This design comes from an exercise in tuning for small area, a short achievable clock period and few clock cycles per item on the open sky130 flow, not from production work.
RTL that was checked went through simulation tests only; none was proved equivalent to the original.

## oak
Design rgb_to_ycbcr_block_builder_unit, start of the top module:
module rgb_to_ycbcr_block_builder_unit (
  input  wire logic              clk_i,
  input  wire logic              rst_ni,
  input  wire logic              in_vld_i,
  output logic                   in_stall_o,
  input  wire logic              kind_i,
  input  wire logic [7:0]        red_i,
  input  wire logic [7:0]        green_i,
  input  wire logic [7:0]        blue_i,
  output logic                   out_vld_o,
  input  wire logic              out_stall_i,
  output logic                   pixel_taken_o,
  output logic                   sample_valid_o,
  output logic signed [8:0]      sample_o,
  output logic        [1:0]      block_type_o,
  output logic        [5:0]      element_index_o,
  output logic                   last_of_block_o
);
  localparam int unsigned FD = 8;      
  localparam int unsigned FW = 3;      
  localparam int unsigned TQ = 3;      
  localparam logic [1:0] T_NONE   = rybb_pkg::TOK_NONE;
  localparam logic [1:0] T_TAKEN  = rybb_pkg::TOK_TAKEN;
  localparam logic [1:0] T_SAMPLE = rybb_pkg::TOK_SAMPLE;
  logic       stall_q;
  logic       pend_q;
  logic [7:0] cnt_q;
  logic [5:0] wph_q;      
  logic       accept, take_px, take_pl;
  logic [1:0] tok;
  assign accept  = in_vld_i && !stall_q;
  assign take_px = accept && !kind_i && !pend_q;
  ...
==> flow/config.mk <==
export PLATFORM = sky130hd
export DESIGN_NAME = rgb_to_ycbcr_block_builder_unit
export DESIGN_NICKNAME = rgb_to_ycbcr_block_builder_unit
export VERILOG_FILES = /design/flow/design.v
export SDC_FILE = /design/flow/constraint.sdc
export NUM_CORES = 4
export LEC_CHECK = 0
export CAP_MARGIN = 20
export CORE_MARGIN = 2
export CORE_UTILIZATION = 65
export CTS_CLUSTER_DIAMETER = 100
export CTS_CLUSTER_SIZE = 30
export SETUP_SLACK_MARGIN = 4.4
export SLEW_MARGIN = 20
==> flow/constraint.sdc <==
create_clock -name core_clock -period 7.0 [get_ports {clk_i}]
set_input_delay 1.4000 -clock core_clock [delete_from_list [all_inputs] [get_ports {clk_i}]]
set_output_delay 1.4000 -clock core_clock [all_outputs]
set_load 0.01 [all_outputs]
run.sh (not shown) runs the stock make flow with config.mk's settings and CLKGATE_MAP_FILE= SYNTH_SCRIPT=/design/flow/synth_recipe.tcl, a recipe that flattens the netlist after the stock synthesis.
Testbench counts of oak, summed over its fixed seeds: cycles 39,032, items 32,768.
[inputs] pine vs oak
--- a/flow/design.v
+++ b/flow/design.v
@@ -12,25 +12,23 @@
 module rybb_conv (
   input  wire logic       clk_i,
   input  wire logic [7:0] r_i,
   input  wire logic [7:0] g_i,
   input  wire logic [7:0] b_i,
   output logic      [7:0] y_o,
   output logic      [7:0] cb_o,
   output logic      [7:0] cr_o
 );
   logic [7:0] r0, g0, b0;
-  always_ff @(posedge clk_i) begin
-    r0 <= r_i;
-    g0 <= g_i;
-    b0 <= b_i;
-  end
+  assign r0 = r_i;
+  assign g0 = g_i;
+  assign b0 = b_i;
   logic [9:0] e_m, e_s, e_c;
   assign e_m = ~{1'b0, g0, 1'b0};
   assign e_s = {2'b0, r0} ^ {2'b0, b0} ^ e_m;
   assign e_c = ({2'b0, r0} & {2'b0, b0}) | ({2'b0, r0} & e_m) | ({2'b0, b0} & e_m);
   logic [7:0] g1;
   logic [8:0] d11, d21;
   logic [9:0] e1;
   always_ff @(posedge clk_i) begin
     g1  <= g0;
     d11 <= {1'b0, r0} - {1'b0, g0};
@@ -301,76 +299,77 @@
       pend_q <= 1'b0;
       cnt_q  <= '0;
     end else begin
       pend_q <= pend_d;
       cnt_q  <= cnt_d;
     end
   end
   always_ff @(posedge clk_i) begin
     wph_q <= take_px ? 6'd0 : wph_q + 6'd1;
   end
-  logic [7:0] y_c, cb_c, cr_c;
+  logic [7:0]  y_c, cb_c, cr_c;
+  logic [23:0] ring_q [64];
   rybb_conv u_conv (
     .clk_i (clk_i),
-    .r_i   (red_i),
-    .g_i   (green_i),
-    .b_i   (blue_i),
+    .r_i   (ring_q[0][23:16]),
+    .g_i   (ring_q[0][15:8]),
+    .b_i   (ring_q[0][7:0]),
     .y_o   (y_c),
     .cb_o  (cb_c),
     .cr_o  (cr_c)
   );
   logic [3:0] wr_q;      
   logic [3:0] wlast_q;   
   always_ff @(posedge clk_i or negedge rst_ni) begin
     if (!rst_ni) begin
       wr_q <= '0;
     end else begin
       wr_q <= {wr_q[2:0], take_px};
     end
   end
   always_ff @(posedge clk_i) begin
     wlast_q <= {wlast_q[2:0], cnt_last_px};
   end
-  logic [23:0] ring_q [64];
   always_ff @(posedge clk_i) begin
-    ring_q[0] <= wr_q[3] ? {cr_c, cb_c, y_c} : ring_q[63];
+    ring_q[0] <= take_px ? {red_i, green_i, blue_i} : ring_q[63];
     for (int i = 1; i < 64; i++) ring_q[i] <= ring_q[i-1];
+    ring_q[4] <= wr_q[3] ? {cr_c, cb_c, y_c} : ring_q[3];
   end
   logic          rd_act_q;    
   logic [5:0]    pos_q;       
   logic [7:0]    rn_q;        
   logic [FD-1:0] fth_q;
   logic          rd, fpop;
   logic [23:0]   tap;
   logic [7:0]    rd_byte;
-  assign rd  = rd_act_q && (pos_q[2:0] == 3'd7) && !fth_q[FD-1];
-  assign tap = ring_q[{pos_q[5:3], 3'd7}];
+  assign rd  = rd_act_q && (pos_q[2:0] == 3'd3) && !fth_q[FD-1];
+  assign tap = ring_q[{pos_q[5:3], 3'd3}];
   always_comb begin
     unique case (rn_q[7:6])
       2'd0:    rd_byte = tap[7:0];
       2'd1:    rd_byte = tap[15:8];
       default: rd_byte = tap[23:16];
     endcase
   end
   logic rd_act_d;
   always_comb begin
     rd_act_d = rd_act_q;
     if (wr_q[3] && wlast_q[3])       rd_act_d = 1'b1;
     else if (rd && rn_q == 8'd191)   rd_act_d = 1'b0;
   end
   always_ff @(posedge clk_i or negedge rst_ni) begin
     if (!rst_ni) rd_act_q <= 1'b0;
     else         rd_act_q <= rd_act_d;
   end
   always_ff @(posedge clk_i) begin
     if (wr_q[3] && wlast_q[3]) begin
-      pos_q <= 6'd63;
+      pos_q <= 6'd3;
       rn_q  <= '0;
     end else if (rd) begin
       rn_q  <= rn_q + 8'd1;
     end else begin
       pos_q <= pos_q + 6'd1;
     end
   end
   logic [7:0]    fifo_q [FD];
   logic [FW-1:0] fwp_q, frp_q;
   always_ff @(posedge clk_i) begin
--- outcome ---
oak → pine: layout buffering overhead excluding clock cells went down; flip-flop and latch count went down. The flow did not stop early for pine: all stages ran, and the layout cleared the timing, design-rule and antenna checks. The lower tap cell count came out of pine. Summary of pine over oak: instance area after placement lower; sequential cell area share down 0.39 points; setup slack went down by 0.073 ns.
For pine, only the layout was checked, not whether the RTL still works.

[port drivers added, routing unchanged]
The results above use ideal ports. As a check the final layouts listed here were re-extracted and re-timed, cells and wires unchanged. Step 1, drivers: a clkbuf_16 drives clk_i and a buf_2 each remaining input, both assumed. Step 2 moves the port delays by t, midway between the first and last clock arrival at a register: inputs arrive t later, outputs are due t later. That takes back most of the time a late clock gives input paths. Slacks: no drivers / after step 1 / after step 2; pairs: no drivers / after step 1.
| run | t, ns | setup slack, ns | worst hold slack (ns) | slew at the worst register clock pin (ns) |
|---|---|---|---|---|
| oak | 0.712 | 4.417 / 4.350 / 3.840 | 0.320 / 0.320 / 0.320 | 0.11 / 0.11 |
| pine | 0.713 | 4.344 / 4.279 / 3.820 | 0.323 / 0.323 / 0.323 | 0.12 / 0.12 |
After both steps setup and hold are still met in every run listed. The setup slack of oak, which loses most, moves by -0.067 ns with the drivers and by -0.577 ns with both steps.
